This design comes from an exercise in tuning for small area on the open sky130 flow, not from production work. RTL that was checked went through simulation tests only; none was proved equivalent to the original. Power is estimated from default activity; no workload was simulated.

Design frog_game, start of the top module:
module frog_game (
    input  wire logic        clk,
    input  wire logic        rst,             
    input  wire logic [3:0]  keys,            
    input  wire logic        pix_req_valid,
    input  wire logic [9:0]  pix_req_x,
    input  wire logic [9:0]  pix_req_y,
    output logic             pix_resp_valid,
    output logic [23:0]      pix_resp_color,
    output logic             win,
    output logic             game_over
);
Size in the first run: ~54 I/O pins.
export LEC_CHECK = 0
export CAP_MARGIN = 20
export CORE_MARGIN = 2
export CORE_UTILIZATION = 40
export PLACE_DENSITY = 0.6
export SLEW_MARGIN = 20
create_clock -name core_clock -period 6.0 [get_ports {clk}]
standard.sh (not shown) runs the stock make flow with config.mk's settings and CLKGATE_MAP_FILE= SYNTH_SCRIPT=/design/flow/synth_recipe.tcl, a recipe that flattens the netlist after the stock synthesis.
==> flow/flow/run.sh <==
#!/bin/bash
# Standard ORFS synthesis, then the combinational logic re-mapped by ABC for area
# (flip-flops kept as they are: same instances, names and cell types), then the
# standard ORFS layout from that netlist with a few layout settings changed.
set -euo pipefail
HERE=$(pwd)
RES=$HERE/orfs/results/$FLOW_PLATFORM/frog_game/base
LIB=$FLOW_HOME/platforms/sky130hd/lib/sky130_fd_sc_hd__tt_025C_1v80.lib

bash standard.sh synth > synth_standard.log 2>&1

# the same dont_use list the standard synthesis gave ABC
DU=$(grep -o -- "-dont_use [A-Za-z0-9_]*" orfs/logs/$FLOW_PLATFORM/frog_game/base/1_2_yosys.log | sort -u | tr '\n' ' ')
cp $RES/1_2_yosys.v $HERE/netlist_standard.v
cat > remap.ys <<EOT
read_liberty -ignore_miss_func $LIB
read_verilog $HERE/netlist_standard.v
hierarchy -top $FLOW_TOP
blackbox sky130_fd_sc_hd__df*
flatten
opt_clean -purge
abc -liberty $LIB $DU -script $HERE/flow/area.abc -D 6000
opt_clean -purge
hilomap -singleton -hicell sky130_fd_sc_hd__conb_1 HI -locell sky130_fd_sc_hd__conb_1 LO
opt_clean -purge
blackbox sky130_fd_sc_hd__*
stat -liberty $LIB
write_verilog -noattr -nohex -nodec $HERE/netlist_remap.v
EOT
yosys -l remap_yosys.log -q remap.ys > /dev/null 2>&1
cp $HERE/netlist_remap.v $RES/1_2_yosys.v
rm -f $RES/1_synth.odb $RES/1_synth.sdc

# Port buffers on every port as the standard flow places them, but with the
# smallest buffer cell; clock tree from small clock buffers without dummy loads.
source $HERE/flow/settings.sh
bash standard.sh "BUFFER_PORTS_ARGS=-buffer_cell sky130_fd_sc_hd__buf_1" "CTS_ARGS=$CTS" "${EXTRA[@]}" finish > layout_standard.log 2>&1
==> flow/flow/area.abc <==
strash
&get -n
&deepsyn -T 60
&put
dch -f
amap -m
topo
==> flow/flow/settings.sh <==
CTS="-sink_clustering_enable -repair_clock_nets -dont_use_dummy_load -buf_list {sky130_fd_sc_hd__clkbuf_4 sky130_fd_sc_hd__clkbuf_8} -root_buf sky130_fd_sc_hd__clkbuf_8"
EXTRA=(GPL_TIMING_DRIVEN=0)
The baseline finished clean.
Edit:
==> flow/flow/settings.sh (replaced) <==
CTS="-sink_clustering_enable -repair_clock_nets -dont_use_dummy_load"
EXTRA=(GPL_TIMING_DRIVEN=1)
Maximum frequency is lower by a few percent.
Wire length increases slightly.
Die area does not change.
Setup slack is worse by 160 ps.
Register-to-register slack got worse by 40 ps.
Critical path depth stays the same.
Combinational power barely changes.
Cell area is higher slightly.
No run of this note included a check of the RTL's function; only the layout flow was run.

---

Another version of the RTL of frog_game (not shown whole).
For scale: roughly 830 cells after synthesis, roughly 54 I/O pins, about 0.0051 mm² of cells after synthesis.
Settings: LEC_CHECK=0, CAP_MARGIN=20, CORE_MARGIN=2, CORE_UTILIZATION=40, PLACE_DENSITY=0.6, SLEW_MARGIN=20; clock period 6.0 ns.
==> flow/flow/run.sh <==
#!/bin/bash
# Standard ORFS synthesis, then the combinational logic re-mapped by ABC for area
# (flip-flops kept as they are, same instances and cell types), then the standard
# layout from that netlist.
set -euo pipefail
HERE=$(pwd)
RES=$HERE/orfs/results/$FLOW_PLATFORM/frog_game/base
LIB=$FLOW_HOME/platforms/sky130hd/lib/sky130_fd_sc_hd__tt_025C_1v80.lib

bash standard.sh synth > synth_standard.log 2>&1

# the same dont_use list the standard synthesis gave ABC
DU=$(grep -o -- "-dont_use [A-Za-z0-9_]*" orfs/logs/$FLOW_PLATFORM/frog_game/base/1_2_yosys.log | sort -u | tr '\n' ' ')
cp $RES/1_2_yosys.v $HERE/netlist_standard.v
cat > remap.ys <<EOT
read_liberty -ignore_miss_func $LIB
read_verilog $HERE/netlist_standard.v
hierarchy -top $FLOW_TOP
blackbox sky130_fd_sc_hd__df*
flatten
opt_clean -purge
abc -liberty $LIB $DU -script $HERE/flow/area.abc -D 6000
opt_clean -purge
hilomap -singleton -hicell sky130_fd_sc_hd__conb_1 HI -locell sky130_fd_sc_hd__conb_1 LO
opt_clean -purge
blackbox sky130_fd_sc_hd__*
stat -liberty $LIB
write_verilog -noattr -nohex -nodec $HERE/netlist_remap.v
EOT
yosys -l remap_yosys.log -q remap.ys > /dev/null 2>&1
cp $HERE/netlist_remap.v $RES/1_2_yosys.v
rm -f $RES/1_synth.odb $RES/1_synth.sdc

# Port buffers as the standard flow places them, but the smallest buffer cell;
# clock tree without dummy loads.
CTS="-sink_clustering_enable -repair_clock_nets -dont_use_dummy_load"
bash standard.sh "BUFFER_PORTS_ARGS=-buffer_cell sky130_fd_sc_hd__buf_1" "CTS_ARGS=$CTS" finish > layout_standard.log 2>&1
==> flow/flow/area.abc <==
strash
&get -n
&deepsyn -T 20
&put
dch -f
map -a
topo
Rerun with:
==> flow/run.sh (new file) <==
#!/bin/bash
# synth_recipe.tcl (not shown) runs the flow's synth.tcl, then flattens the netlist and writes it again
# the make line also repeats each setting of config.mk as NAME=value (left out here)
make -C /OpenROAD-flow-scripts/flow DESIGN_CONFIG=/design/flow/config.mk WORK_HOME=/design/flow/orfs CLKGATE_MAP_FILE= SYNTH_SCRIPT=/design/flow/synth_recipe.tcl finish
removed: flow/flow/run.sh
removed: flow/flow/area.abc
removed: flow/standard.sh
The changed run produced a clean layout.
Fmax is higher by 10%.
Setup slack improved by 440 ps.
Combinational power is higher to 3.0 times its value.
Rerun with:
==> flow/flow/run.sh (new file) <==
#!/bin/bash
# Standard ORFS synthesis, then the combinational logic re-mapped by ABC for area
# (flip-flops kept as they are, same instances and cell types), then the standard
# layout from that netlist.
set -euo pipefail
HERE=$(pwd)
RES=$HERE/orfs/results/$FLOW_PLATFORM/frog_game/base
LIB=$FLOW_HOME/platforms/sky130hd/lib/sky130_fd_sc_hd__tt_025C_1v80.lib

bash standard.sh synth > synth_standard.log 2>&1

# the same dont_use list the standard synthesis gave ABC
DU=$(grep -o -- "-dont_use [A-Za-z0-9_]*" orfs/logs/$FLOW_PLATFORM/frog_game/base/1_2_yosys.log | sort -u | tr '\n' ' ')
cp $RES/1_2_yosys.v $HERE/netlist_standard.v
cat > remap.ys <<EOT
read_liberty -ignore_miss_func $LIB
read_verilog $HERE/netlist_standard.v
hierarchy -top $FLOW_TOP
blackbox sky130_fd_sc_hd__df*
flatten
opt_clean -purge
abc -liberty $LIB $DU -script $HERE/flow/area.abc -D 6000
opt_clean -purge
hilomap -singleton -hicell sky130_fd_sc_hd__conb_1 HI -locell sky130_fd_sc_hd__conb_1 LO
opt_clean -purge
blackbox sky130_fd_sc_hd__*
stat -liberty $LIB
write_verilog -noattr -nohex -nodec $HERE/netlist_remap.v
EOT
yosys -l remap_yosys.log -q remap.ys > /dev/null 2>&1
cp $HERE/netlist_remap.v $RES/1_2_yosys.v
rm -f $RES/1_synth.odb $RES/1_synth.sdc

bash standard.sh finish > layout_standard.log 2>&1
==> flow/flow/area.abc (new file) <==
strash
&get -n
&deepsyn -T 20
&put
dch -f
map -a
topo
==> flow/standard.sh (new file) <==
#!/bin/bash
# synth_recipe.tcl (not shown) runs the flow's synth.tcl, then flattens the netlist and writes it again
# the make line also repeats each setting of config.mk as NAME=value (left out here)
make -C /OpenROAD-flow-scripts/flow DESIGN_CONFIG=/design/flow/config.mk WORK_HOME=/design/flow/orfs CLKGATE_MAP_FILE= SYNTH_SCRIPT=/design/flow/synth_recipe.tcl "${@:-finish}"
removed: flow/run.sh
Global-route usage rose by 4.4 points.
Cell count falls by 11%.
Clock skew is about the same.
Final area decreases by 25%.
Maximum frequency went down by 17%.
Routed wire length fell by 19%.
Utilization is higher by 2.9 points.
Count of clock-buffer cells in the layout climbs by 2.

---

Another version of the RTL of frog_game (not shown whole).
For scale: about 710 cells after synthesis, roughly 54 I/O pins, about 0.0046 mm2 of cells after synthesis.
Design frog_game, start of the top module:
module frog_game (
    input  wire logic        clk,
    input  wire logic        rst,             
    input  wire logic [3:0]  keys,            
    input  wire logic        pix_req_valid,
    input  wire logic [9:0]  pix_req_x,
    input  wire logic [9:0]  pix_req_y,
    output logic             pix_resp_valid,
    output logic [23:0]      pix_resp_color,
    output logic             win,
    output logic             game_over
);
export LEC_CHECK = 0
export CAP_MARGIN = 20
export CORE_MARGIN = 2
export CORE_UTILIZATION = 40
export PLACE_DENSITY = 0.6
export SLEW_MARGIN = 20
create_clock -name core_clock -period 6.0 [get_ports {clk}]
==> flow/flow/run.sh <==
#!/bin/bash
# Standard ORFS synthesis, then the combinational logic re-mapped by ABC for area
# (flip-flops kept as they are: same instances, names and cell types), then the
# standard ORFS layout from that netlist with a few layout settings changed.
set -euo pipefail
HERE=$(pwd)
RES=$HERE/orfs/results/$FLOW_PLATFORM/frog_game/base
LIB=$FLOW_HOME/platforms/sky130hd/lib/sky130_fd_sc_hd__tt_025C_1v80.lib

bash standard.sh synth > synth_standard.log 2>&1

# the same dont_use list the standard synthesis gave ABC
DU=$(grep -o -- "-dont_use [A-Za-z0-9_]*" orfs/logs/$FLOW_PLATFORM/frog_game/base/1_2_yosys.log | sort -u | tr '\n' ' ')
cp $RES/1_2_yosys.v $HERE/netlist_standard.v

# ABC area mapping from a few random seeds of its AIG optimisation; keep the smallest
remap() {
  local s=$1
  sed "s/SEED/$s/" $HERE/flow/area.abc > $HERE/area_$s.abc
  cat > $HERE/remap_$s.ys <<EOT
read_liberty -ignore_miss_func $LIB
read_verilog $HERE/netlist_standard.v
hierarchy -top $FLOW_TOP
blackbox sky130_fd_sc_hd__df*
flatten
opt_clean -purge
abc -liberty $LIB $DU -script $HERE/area_$s.abc -D 6000
opt_clean -purge
hilomap -singleton -hicell sky130_fd_sc_hd__conb_1 HI -locell sky130_fd_sc_hd__conb_1 LO
opt_clean -purge
blackbox sky130_fd_sc_hd__*
tee -o $HERE/remap_$s.stat stat -liberty $LIB
write_verilog -noattr -nohex -nodec $HERE/netlist_remap_$s.v
EOT
  yosys -l $HERE/remap_yosys_$s.log -q $HERE/remap_$s.ys > /dev/null 2>&1
}
for s in 1 2 3 4; do remap $s & done
wait
best=""; besta=""
for s in 1 2 3 4; do
  a=$(grep "Chip area" $HERE/remap_$s.stat | awk '{print $NF}')
  echo "seed $s: $a" >> $HERE/remap_choice.log
  if [[ -z "$best" ]] || awk "BEGIN{exit !($a < $besta)}"; then best=$s; besta=$a; fi
done
echo "chosen seed $best: $besta" >> $HERE/remap_choice.log
cp $HERE/netlist_remap_$best.v $RES/1_2_yosys.v
rm -f $RES/1_synth.odb $RES/1_synth.sdc

# Port buffers on every port as the standard flow places them, but with the
# smallest buffer cell; clock tree from small clock buffers without dummy loads.
source $HERE/flow/settings.sh
bash standard.sh "BUFFER_PORTS_ARGS=-buffer_cell sky130_fd_sc_hd__buf_1" "CTS_ARGS=$CTS" "${EXTRA[@]}" finish > layout_standard.log 2>&1
==> flow/flow/settings.sh <==
CTS="-sink_clustering_enable -repair_clock_nets -dont_use_dummy_load -buf_list {sky130_fd_sc_hd__clkbuf_4 sky130_fd_sc_hd__clkbuf_8} -root_buf sky130_fd_sc_hd__clkbuf_8 -sink_clustering_size 30 -sink_clustering_max_diameter 200"
EXTRA=(GPL_TIMING_DRIVEN=0 CORE_UTILIZATION=55 PLACE_DENSITY=0.7)
Other scripts of this flow, unchanged in this note and not shown: flow/flow/area.abc
The starting point finished clean.
==> next run, changes <==
--- a/flow/flow/run.sh
+++ b/flow/flow/run.sh
@@ -37,6 +37,8 @@
 for s in 1 2 3 4; do remap $s & done
 wait
+for s in 5 6 7 8; do remap $s & done
+wait
 best=""; besta=""
-for s in 1 2 3 4; do
+for s in 1 2 3 4 5 6 7 8; do
   a=$(grep "Chip area" $HERE/remap_$s.stat | awk '{print $NF}')
   echo "seed $s: $a" >> $HERE/remap_choice.log
==> flow/flow/settings.sh (replaced) <==
CTS="-sink_clustering_enable -repair_clock_nets -dont_use_dummy_load -buf_list {sky130_fd_sc_hd__clkbuf_4 sky130_fd_sc_hd__clkbuf_8} -root_buf sky130_fd_sc_hd__clkbuf_8"
EXTRA=(GPL_TIMING_DRIVEN=0 CORE_UTILIZATION=55 PLACE_DENSITY=0.7)
After rerunning:
- The changed run ran to the end with no violations
- setup slack gets worse by 140 ps
- power went up by 4.2%
- die area drops by 0.48%
- fmax shrinks by 2.5%
- register-to-register slack is worse by 440 ps
- non-clock buffer count stays the same
- sequential share of layout area rises by 0.12 points
- via count increases by 2.4%
- combinational power rose by about 4%

re-timing with driven ports:
How much do the figures lean on ideal ports? The routed layouts below were timed once more, with nothing changed but the port constraints. Step 1: set_driving_cell puts a clkbuf_16 on clk and a buf_2 on each other input, an assumption about the parent block. Step 2 moves the port delays by t, midway between the first and last clock arrival at a register: inputs arrive t later, outputs are due t later. That takes back most of the time a late clock gives input paths. Slacks: ideal ports / drivers / drivers and shift; pairs: ideal ports / drivers.
run	shift t [ns]	setup slack, ns	worst setup path after step 2	worst data-port slew with drivers (ns)
the first run of note 1	0.363	0.864 / 0.876 / 0.512	input to register	0.03
the second run of note 1	0.334	0.701 / 0.720 / 0.386	input to register	0.03
the first run of note 2	0.377	1.149 / 1.168 / 0.791	input to register	0.03
the second run of note 2	0.391	1.593 / 1.613 / 1.223	input to register	0.04
the third run of note 2	0.382	0.709 / 0.730 / 0.348	input to register	0.05
the first run of note 3	0.331	0.785 / 0.791 / 0.461	input to register	0.03
the second run of note 3	0.328	0.650 / 0.662 / 0.334	input to register	0.03
After both steps every run listed still meets setup and hold. The setup slack of the second run of note 2, which loses most, moves by +0.020 ns with the drivers and by -0.370 ns with both steps.
